This design comes from an exercise in tuning for small area, a short achievable clock period and few clock cycles per item on the open sky130 flow, not from production work.
Function was checked by simulation only, so behaviour that the tests miss may differ from the original.
Power and IR drop assume default switching activity.

==> flow/design.v (excerpt) <==
module iir_cascade_sched
#(
    parameter int Nsec   = 4,
    parameter int Ndint  = 3,
    parameter int Ndfrac = 22,
    parameter int Ncint  = 4,
    parameter int Ncfrac = 14
) (
    input  logic                       clk,
    input  logic                       reset,
    input  logic                       dv_in,
    input  logic [Ndint+Ndfrac-1:0]    d_in,
    output logic                       dv_out,
    output logic [Ndint+Ndfrac-1:0]    d_out,
    output logic                       busy,
    input  logic                       flush,
    input  logic                       coef_we,
    input  logic [$clog2(Nsec)+2:0]    coef_addr,
    input  logic [Ncint+Ncfrac-1:0]    coef_data,
    output logic                       ovr,
    output logic                       coef_err,
    input  logic                       err_clr
);
    localparam int DW = Ndint + Ndfrac;            
    localparam int CW = Ncint + Ncfrac;            
    localparam int SW = 45;                        
    localparam int ND = (CW + 1) / 2;              
    localparam logic [SW-1:0] INIT = (SW'(1) << (Ncfrac - 1)) | (SW'(1) << (Ncfrac + DW - 1));
    logic           busy_q, dv_q, ovr_q, cerr_q, dirty_q;
    logic [7:0]     t_q;         
    logic [4:0]     p_q;         
    logic [DW-1:0]  xin_q;
    logic [DW-1:0]  x1_q, x2_q;
    logic           vx1_q, vx2_q;
    logic [2:0][DW-1:0] y1l_q;   
    logic [DW-1:0]  y13_q;       
    logic           n13_q, p13_q;    
    logic [3:0][DW-1:0] y2_q;
    logic [3:0]     vy1_q, vy2_q;
    logic [3:0][4:0][CW-1:0] coef_q;
    logic [3:0][4:0]         cv_q;
    logic [3:0][SW-1:0] acc_q;
    logic [3:0]         pv_q;
  ...
Settings: LEC_CHECK=0, CAP_MARGIN=20, CORE_MARGIN=2, CORE_UTILIZATION=40, CTS_BUF_LIST=sky130_fd_sc_hd__clkbuf_16, CTS_CLUSTER_DIAMETER=120, CTS_CLUSTER_SIZE=20, SLEW_MARGIN=20, SYNTH_HIERARCHICAL=1; clock period 12.5 ns.
standard.sh (not shown) runs the stock make flow with config.mk's settings and CLKGATE_MAP_FILE= SYNTH_SCRIPT=/design/flow/synth_recipe.tcl, a recipe that flattens the netlist after the stock synthesis.
==> flow/flow/run.sh <==
#!/bin/bash
set -euo pipefail
cd "$(dirname "${BASH_SOURCE[0]}")/.."
bash standard.sh SETUP_SLACK_MARGIN=7 finish > standard_flow.log 2>&1
Testbench counts at the start, summed over its fixed seeds: cycles 12,048, items 2,400.
==> next run, changes <==
==> flow/flow/run.sh (replaced) <==
#!/bin/bash
set -euo pipefail
cd "$(dirname "${BASH_SOURCE[0]}")/.."
bash standard.sh SETUP_SLACK_MARGIN=6.5 finish > standard_flow.log 2>&1
- The new run completed without violations
- utilization decreases by 3.3 points
- flip-flop and latch count is unchanged
- total power fell by 17%
- count of clock-buffer cells in the layout grows by 5
- area after synthesis is unchanged
- final area went down by 6.9%
- sequential power went down by about 1%
- worst hold slack is worse by 0.025 ns
- global-route usage is lower by 0.25 points
- via count came out lower by 3.0%
==> next run, changes <==
- CORE_UTILIZATION: 40 -> 33
After rerunning: Synthesized cell count does not change. Power climbs by about 1.3%. Worst setup slack loses 0.090 ns. Sequential power climbs by about 1%. Clock power barely changes. Via count stays flat.
==> next run, changes <==
==> flow/flow/run.sh (replaced) <==
#!/bin/bash
set -euo pipefail
cd "$(dirname "${BASH_SOURCE[0]}")/.."
bash standard.sh SETUP_SLACK_MARGIN=6.75 finish > standard_flow.log 2>&1
- CORE_UTILIZATION: 33 -> 40
Outcome: Non-clock buffer count rose by 122. Synthesized cell count is unchanged. Clock power fell by about 4%. Combinational power rose by 14%.
==> next run, changes <==
==> flow/flow/run.sh (replaced) <==
#!/bin/bash
set -euo pipefail
cd "$(dirname "${BASH_SOURCE[0]}")/.."
bash standard.sh SETUP_SLACK_MARGIN=6.5 finish > standard_flow.log 2>&1
- CTS_CLUSTER_SIZE: 20 -> 24
After rerunning: Non-clock buffer count decreases by 95. Setup slack is worse by 0.013 ns. Global-route usage decreases by 0.14 points. Synthesized area stays the same. Power decreases by about 10%. Clock-buffer cell count decreases by 12. Sequential share of layout area increases by 0.75 points. Combinational power decreases by about 13%. Final area decreases by 2.8%. Routed wire length decreases by about 0.8%.
==> next run, changes <==
==> flow/flow/run.sh (replaced) <==
#!/bin/bash
set -euo pipefail
cd "$(dirname "${BASH_SOURCE[0]}")/.."
bash standard.sh SETUP_SLACK_MARGIN=7 finish > standard_flow.log 2>&1
- CTS_CLUSTER_SIZE: 24 -> 20
- TNS_END_PERCENT: not set -> 30.0
The new run went through all stages and came out clean.
Combinational power goes up by 12%.
Sequential power goes up by about 0.9%.
Die area stays the same.
Routed wire length goes down by 1.9%.

---

iir_cascade_sched, a different RTL version from the one above (not shown whole).
Size: roughly 83 I/O pins, ~88000 um2 of cells after synthesis.
Settings: LEC_CHECK=0, CAP_MARGIN=20, CORE_MARGIN=2, CORE_UTILIZATION=40, SLEW_MARGIN=20, SYNTH_HIERARCHICAL=1; clock period 12.5 ns.
==> flow/flow/run.sh <==
#!/bin/bash
set -euo pipefail
cd "$(dirname "${BASH_SOURCE[0]}")/.."
bash standard.sh SETUP_SLACK_MARGIN=7 finish > standard_flow.log 2>&1
The baseline passed the timing, design-rule and antenna checks.
Testbench counts at the start, summed over its fixed seeds: cycles 12,048, items 2,400.
Rerun with:
==> flow/run.sh (new file) <==
#!/bin/bash
# synth_recipe.tcl (not shown) runs the flow's synth.tcl, then flattens the netlist and writes it again
# the make line also repeats each setting of config.mk as NAME=value (left out here)
make -C /OpenROAD-flow-scripts/flow DESIGN_CONFIG=/design/flow/config.mk WORK_HOME=/design/flow/orfs CLKGATE_MAP_FILE= SYNTH_SCRIPT=/design/flow/synth_recipe.tcl finish
Settings changed: SETUP_SLACK_MARGIN from default to 5.
removed: flow/flow/run.sh
removed: flow/standard.sh
=>
- The new run produced a clean layout
- worst hold slack loses 0.029 ns
- setup slack loses 1.3 ns
- routed wire length shrinks by a few percent
- power shrinks by roughly a tenth

---

iir_cascade_sched with an RTL version that a note above also has.
Size: about 7800 cells after synthesis, ~83 I/O pins.
Design iir_cascade_sched, start of the top module:
module iir_cascade_sched
#(
    parameter int Nsec   = 4,
    parameter int Ndint  = 3,
    parameter int Ndfrac = 22,
    parameter int Ncint  = 4,
    parameter int Ncfrac = 14
) (
    input  logic                       clk,
    input  logic                       reset,
    input  logic                       dv_in,
    input  logic [Ndint+Ndfrac-1:0]    d_in,
    output logic                       dv_out,
    output logic [Ndint+Ndfrac-1:0]    d_out,
    output logic                       busy,
    input  logic                       flush,
    input  logic                       coef_we,
    input  logic [$clog2(Nsec)+2:0]    coef_addr,
    input  logic [Ncint+Ncfrac-1:0]    coef_data,
    output logic                       ovr,
    output logic                       coef_err,
    input  logic                       err_clr
);
clock: 12.5 ns
lec_check: 0
cap_margin: 20
core_margin: 2
core_utilization: 40
cts_buf_list: sky130_fd_sc_hd__clkbuf_16
cts_cluster_diameter: 120
cts_cluster_size: 20
slew_margin: 20
synth_hierarchical: 1
==> flow/flow/run.sh <==
#!/bin/bash
set -euo pipefail
cd "$(dirname "${BASH_SOURCE[0]}")/.."
bash standard.sh SETUP_SLACK_MARGIN=6.25 finish > standard_flow.log 2>&1
Testbench counts at the start, summed over its fixed seeds: cycles 12,048, items 2,400.
Change:
==> flow/flow/run.sh (replaced) <==
#!/bin/bash
set -euo pipefail
cd "$(dirname "${BASH_SOURCE[0]}")/.."
bash standard.sh SETUP_SLACK_MARGIN=6.5 finish > standard_flow.log 2>&1
Settings changed: TNS_END_PERCENT from default to 50.0.
Result: The new run produced a clean layout; worst setup slack improves by 0.18 ns; utilization is higher by 1.0 points; final cell count is higher by 1.1%; global-route usage stays flat; synthesized area does not change; die area does not change; cell area is higher by 2.4%; count of clock-buffer cells in the layout is higher by 3; wire length is higher by 1.7%; clock skew is higher by 0.032 ns.
Change:
==> flow/flow/run.sh (replaced) <==
#!/bin/bash
set -euo pipefail
cd "$(dirname "${BASH_SOURCE[0]}")/.."
bash standard.sh SETUP_SLACK_MARGIN=6 finish > standard_flow.log 2>&1
Settings changed: CTS_CLUSTER_SIZE 20 to 24, TNS_END_PERCENT 50.0 to default.
=> Clock-buffer cell count is lower by 11. Worst hold slack gains 0.023 ns. Synthesized cell count does not change. Design area is lower by about 3.6%. Core utilization is lower by 1.6 points. Total power is lower by about 9%. Maximum frequency is lower by about 4%. Wire length is lower by 3.5%. Flip-flop and latch count is unchanged.

---

== P ==
iir_cascade_sched again, from the RTL that the note above started with.
export LEC_CHECK = 0
export CAP_MARGIN = 20
export CORE_MARGIN = 2
export CORE_UTILIZATION = 40
export CTS_BUF_LIST = sky130_fd_sc_hd__clkbuf_4 sky130_fd_sc_hd__clkbuf_8
export SLEW_MARGIN = 20
export SYNTH_HIERARCHICAL = 1
create_clock -name core_clock -period 12.5 [get_ports {clk}]
==> flow/flow/run.sh <==
#!/bin/bash
set -euo pipefail
cd "$(dirname "${BASH_SOURCE[0]}")/.."
bash standard.sh SETUP_SLACK_MARGIN=6 finish > standard_flow.log 2>&1
P has completed all stages; timing, DRC and antenna checks passed.
Testbench counts of P, summed over its fixed seeds: cycles 12,048, items 2,400.
diff inputs: P => Q
==> flow/flow/run.sh <==
#!/bin/bash
set -euo pipefail
cd "$(dirname "${BASH_SOURCE[0]}")/.."
bash standard.sh SETUP_SLACK_MARGIN=6.5 finish > standard_flow.log 2>&1
-- flow/config.mk --
<<< P, line 9
export CORE_MARGIN = 2
export CORE_UTILIZATION = 40
export CTS_BUF_LIST = sky130_fd_sc_hd__clkbuf_4 sky130_fd_sc_hd__clkbuf_8
export SLEW_MARGIN = 20
>>> Q, line 9
export CORE_MARGIN = 2
export CORE_UTILIZATION = 46
export CTS_BUF_LIST = sky130_fd_sc_hd__clkbuf_16
export CTS_CLUSTER_DIAMETER = 120
export CTS_CLUSTER_SIZE = 20
export SLEW_MARGIN = 20
==> comparison <==
Every run (P and Q) finished clean. Delta (Q minus P): core utilization rose by 7.5 points, core area went down by 27000 um^2, final total negative setup slack essentially unchanged. | total half-perimeter wirelength after legalization and detailed placement | Q vs P | better |. Compared Q vs P, and power drawn by the clock network is down in Q. Going from P to Q, detail-routed via count per cell grew by a few percent. Per the comparison of Q with P, global-route usage climbed 3.0 points; total power of the final layout climbed about 10%.

-- re-timing with driven ports --
The flow's constraints put no driver on any port. The routed layouts listed below were extracted and timed again, unchanged, in two steps. Step 1 sets driving cells, clkbuf_16 on the clock port and buf_2 on the other inputs (assumed; they add their load-dependent delay and slew). Step 2, shift: input delay + t, output delay - t, t = (earliest + latest rising clock arrival at the registers) / 2. This alone moves slack from input paths to output paths. a / b / c = ideal / step 1 / step 2; a / b = the first two.
run	shift t [ns]	slack for setup (ns)	clock arrival spread, ns	worst data-port slew with drivers (ns)	cell pins on the clock port's net
the first run of note 1	0.819	6.561 / 6.561 / 6.561	0.056 / 0.055	0.08	1
the second run of note 1	0.787	6.448 / 6.448 / 6.448	0.072 / 0.072	0.08	1
the third run of note 1	0.835	6.358 / 6.358 / 6.358	0.071 / 0.071	0.16	1
the fourth run of note 1	0.799	6.496 / 6.496 / 6.496	0.051 / 0.050	0.11	1
the fifth run of note 1	0.814	6.483 / 6.483 / 6.483	0.070 / 0.069	0.09	1
the sixth run of note 1	0.814	6.643 / 6.643 / 6.643	0.085 / 0.086	0.13	1
the first run of note 2	0.835	6.513 / 6.513 / 6.272	0.045 / 0.045	0.18	1
the second run of note 2	0.876	5.246 / 5.246 / 5.246	0.056 / 0.056	0.21	1
the first run of note 3	0.800	6.280 / 6.280 / 6.280	0.043 / 0.044	0.09	1
the second run of note 3	0.789	6.459 / 6.459 / 6.459	0.070 / 0.070	0.08	1
the third run of note 3	0.809	6.202 / 6.202 / 6.202	0.067 / 0.068	0.10	1
P	1.032	6.196 / 6.196 / 6.196	0.089 / 0.089	0.09	1
Q	0.782	6.337 / 6.337 / 6.337	0.054 / 0.055	0.14	1
After both steps every run listed still meets setup and hold. The setup slack of the first run of note 2, which loses most, moves by 0.000 ns with the drivers and by -0.241 ns with both steps.
